Source: an optimization exercise on an open RTL-to-GDS flow (aim: small area). Production flows keep margins and buffers that such runs may drop.

== run 2 ==
==> flow/design.v <==
module wm_pixel_window #(
  parameter int IMG_W   = 256,
  parameter int IMG_H   = 256,
  parameter int WM_SYMS = 4096
) (
  input  logic       clk,
  input  logic       rst_n,
  input  logic       start,
  input  logic [7:0] pix_in,
  input  logic       pix_valid,
  output logic       pix_ready,
  input  logic [7:0] wm_byte,
  input  logic       wm_valid,
  output logic       wm_ready,
  output logic [7:0] data1,
  output logic [7:0] data2,
  output logic [7:0] data3,
  output logic [7:0] data4,
  output logic [1:0] wm_data,
  output logic       out_valid,
  output logic       busy,
  output logic       frame_done
);
  localparam int CW = $clog2(IMG_W);
  localparam int RW = $clog2(IMG_H);
  localparam int SR_LEN = IMG_W + 1;    
  logic          r_busy;
  logic [RW-1:0] r_row;
  logic [CW-1:0] r_col;
  logic          r_sym_avail;
  logic [7:0]    r_wm_byte;
  logic          r_win;                 
  logic [7:0]    r_sr [1:SR_LEN];
  logic       w_interior, w_needs_sym, w_accept, w_wm_accept, w_last, w_sym_win;
  logic [1:0] w_idx;
  logic [1:0] w_sym;
  assign w_interior  = (r_row != '0) && (r_col != '0);
  assign w_sym_win   = (r_row < RW'(17)) || ((r_row == RW'(17)) && (r_col < CW'(17)));
  assign w_needs_sym = w_interior && w_sym_win;
  assign busy        = r_busy;
  assign pix_ready   = r_busy && (!w_needs_sym || r_sym_avail);
  assign wm_ready    = r_busy && !r_sym_avail;
  assign w_accept    = pix_valid && pix_ready;
  assign w_wm_accept = wm_valid && wm_ready;
  assign w_last      = (r_row == RW'(IMG_H - 1)) && (r_col == CW'(IMG_W - 1));
  assign w_idx       = r_col[1:0] - r_row[1:0];
  assign frame_done  = out_valid && !r_busy;
  always_comb begin
    case (w_idx)
      2'd0: w_sym = r_wm_byte[7:6];
      2'd1: w_sym = r_wm_byte[5:4];
      2'd2: w_sym = r_wm_byte[3:2];
      default: w_sym = r_wm_byte[1:0];
    endcase
  end
  always_ff @(posedge clk or negedge rst_n) begin
    if (!rst_n) begin
      r_busy      <= 1'b0;
      r_win       <= 1'b0;
      data1       <= '0;
      wm_data     <= '0;
      out_valid   <= 1'b0;
    end else begin
      out_valid <= w_accept;
      if (!r_busy) r_busy <= start;
      else if (w_accept && w_last) r_busy <= 1'b0;
      if (w_accept) begin
        data1   <= pix_in;
        r_win   <= w_interior;
        wm_data <= w_needs_sym ? w_sym : 2'b00;
      end
    end
  end
  always_ff @(posedge clk) begin
    if (!r_busy) begin
      r_row       <= '0;
      r_col       <= '0;
      r_sym_avail <= 1'b0;
    end else begin
      if (w_wm_accept) r_sym_avail <= 1'b1;
      if (w_accept) begin
        if (r_col == CW'(IMG_W - 1)) r_row <= r_row + RW'(1);
        r_col <= r_col + CW'(1);
        if (w_needs_sym && (w_idx == 2'd3)) r_sym_avail <= 1'b0;
      end
    end
  end
  always_ff @(posedge clk) begin
    if (w_wm_accept) r_wm_byte <= wm_byte;
    if (w_accept) begin
      r_sr[1] <= data1;
      for (int i = 2; i <= SR_LEN; i++) r_sr[i] <= r_sr[i-1];
    end
  end
  assign data2 = r_win ? r_sr[1]      : data1;
  assign data3 = r_win ? r_sr[IMG_W]  : data1;
  assign data4 = r_win ? r_sr[SR_LEN] : data1;
endmodule
Settings: LEC_CHECK=0, CAP_MARGIN=10, CORE_MARGIN=2, CORE_UTILIZATION=65, PLACE_DENSITY=0.75, SLEW_MARGIN=10; clock period 6.0 ns.
standard.sh (not shown) runs the stock make flow with config.mk's settings and CLKGATE_MAP_FILE= SYNTH_SCRIPT=/design/flow/synth_recipe.tcl, a recipe that flattens the netlist after the stock synthesis.
==> flow/flow/run.sh <==
#!/bin/bash
# Standard synthesis and layout, with a leaner clock tree (small buffers, larger sink
# clusters, no dummy loads) and the smallest buffer on the ports. Each tool's log is
# under orfs/logs; the whole output of the make run goes to standard.log.
set -euo pipefail
export CTS_ARGS="-sink_clustering_enable -repair_clock_nets -dont_use_dummy_load -sink_clustering_size 18 -sink_clustering_max_diameter 60 -buf_list sky130_fd_sc_hd__clkbuf_8"
export BUFFER_PORTS_ARGS="-buffer_cell sky130_fd_sc_hd__buf_1"
bash standard.sh > standard.log 2>&1
Run 2 completed end to end with timing, DRC and antenna clean.
Edits applied to the flow inputs when going from run 2 to run 5:
--- a/flow/flow/run.sh
+++ b/flow/flow/run.sh
@@ -5,3 +5,3 @@
 set -euo pipefail
-export CTS_ARGS="-sink_clustering_enable -repair_clock_nets -dont_use_dummy_load -sink_clustering_size 18 -sink_clustering_max_diameter 60 -buf_list sky130_fd_sc_hd__clkbuf_8"
+export CTS_ARGS="-sink_clustering_enable -repair_clock_nets -dont_use_dummy_load -sink_clustering_size 20 -sink_clustering_max_diameter 60 -buf_list sky130_fd_sc_hd__clkbuf_8"
 export BUFFER_PORTS_ARGS="-buffer_cell sky130_fd_sc_hd__buf_1"
## What came out
Number of non-filler instances in the completed layout: run 5 < run 2
Between run 2 and run 5, the fraction of cell area in non-clock buffers does not differ in any meaningful way.
Summary of run 5 over run 2: clock insertion delay at the later pin of the skew report down 20 ps, share of the clock period used by the worst path flat, sequential share of layout area up 0.33 points.
Clock-buffer cell count: higher on run 2
No run of this note included a check of the RTL's function; only the layout flow was run.

[afterwards: timing with drivers on the ports]
How much do the figures lean on ideal ports? The routed layouts below were timed once more, with nothing changed but the port constraints.
Step 1: set_driving_cell puts a clkbuf_16 on clk and a buf_2 on each other input, an assumption about the parent block.
Step 2 moves the port delays by t, midway between the first and last clock arrival at a register: inputs arrive t later, outputs are due t later. That takes back most of the time a late clock gives input paths.
a / b / c = ideal ports / drivers / drivers and shift; a / b = the first two.
run | t, ns | slack for setup (ns) | worst register clock-pin slew, ns
run 2 | 0.852 | 2.126 / 2.099 / 2.055 | 0.10 / 0.10
run 5 | 0.820 | 2.128 / 2.128 / 2.023 | 0.13 / 0.13
After both steps setup and hold are still met in every run listed. The setup slack of run 5, which loses most, moves by 0.000 ns with the drivers and by -0.105 ns with both steps.
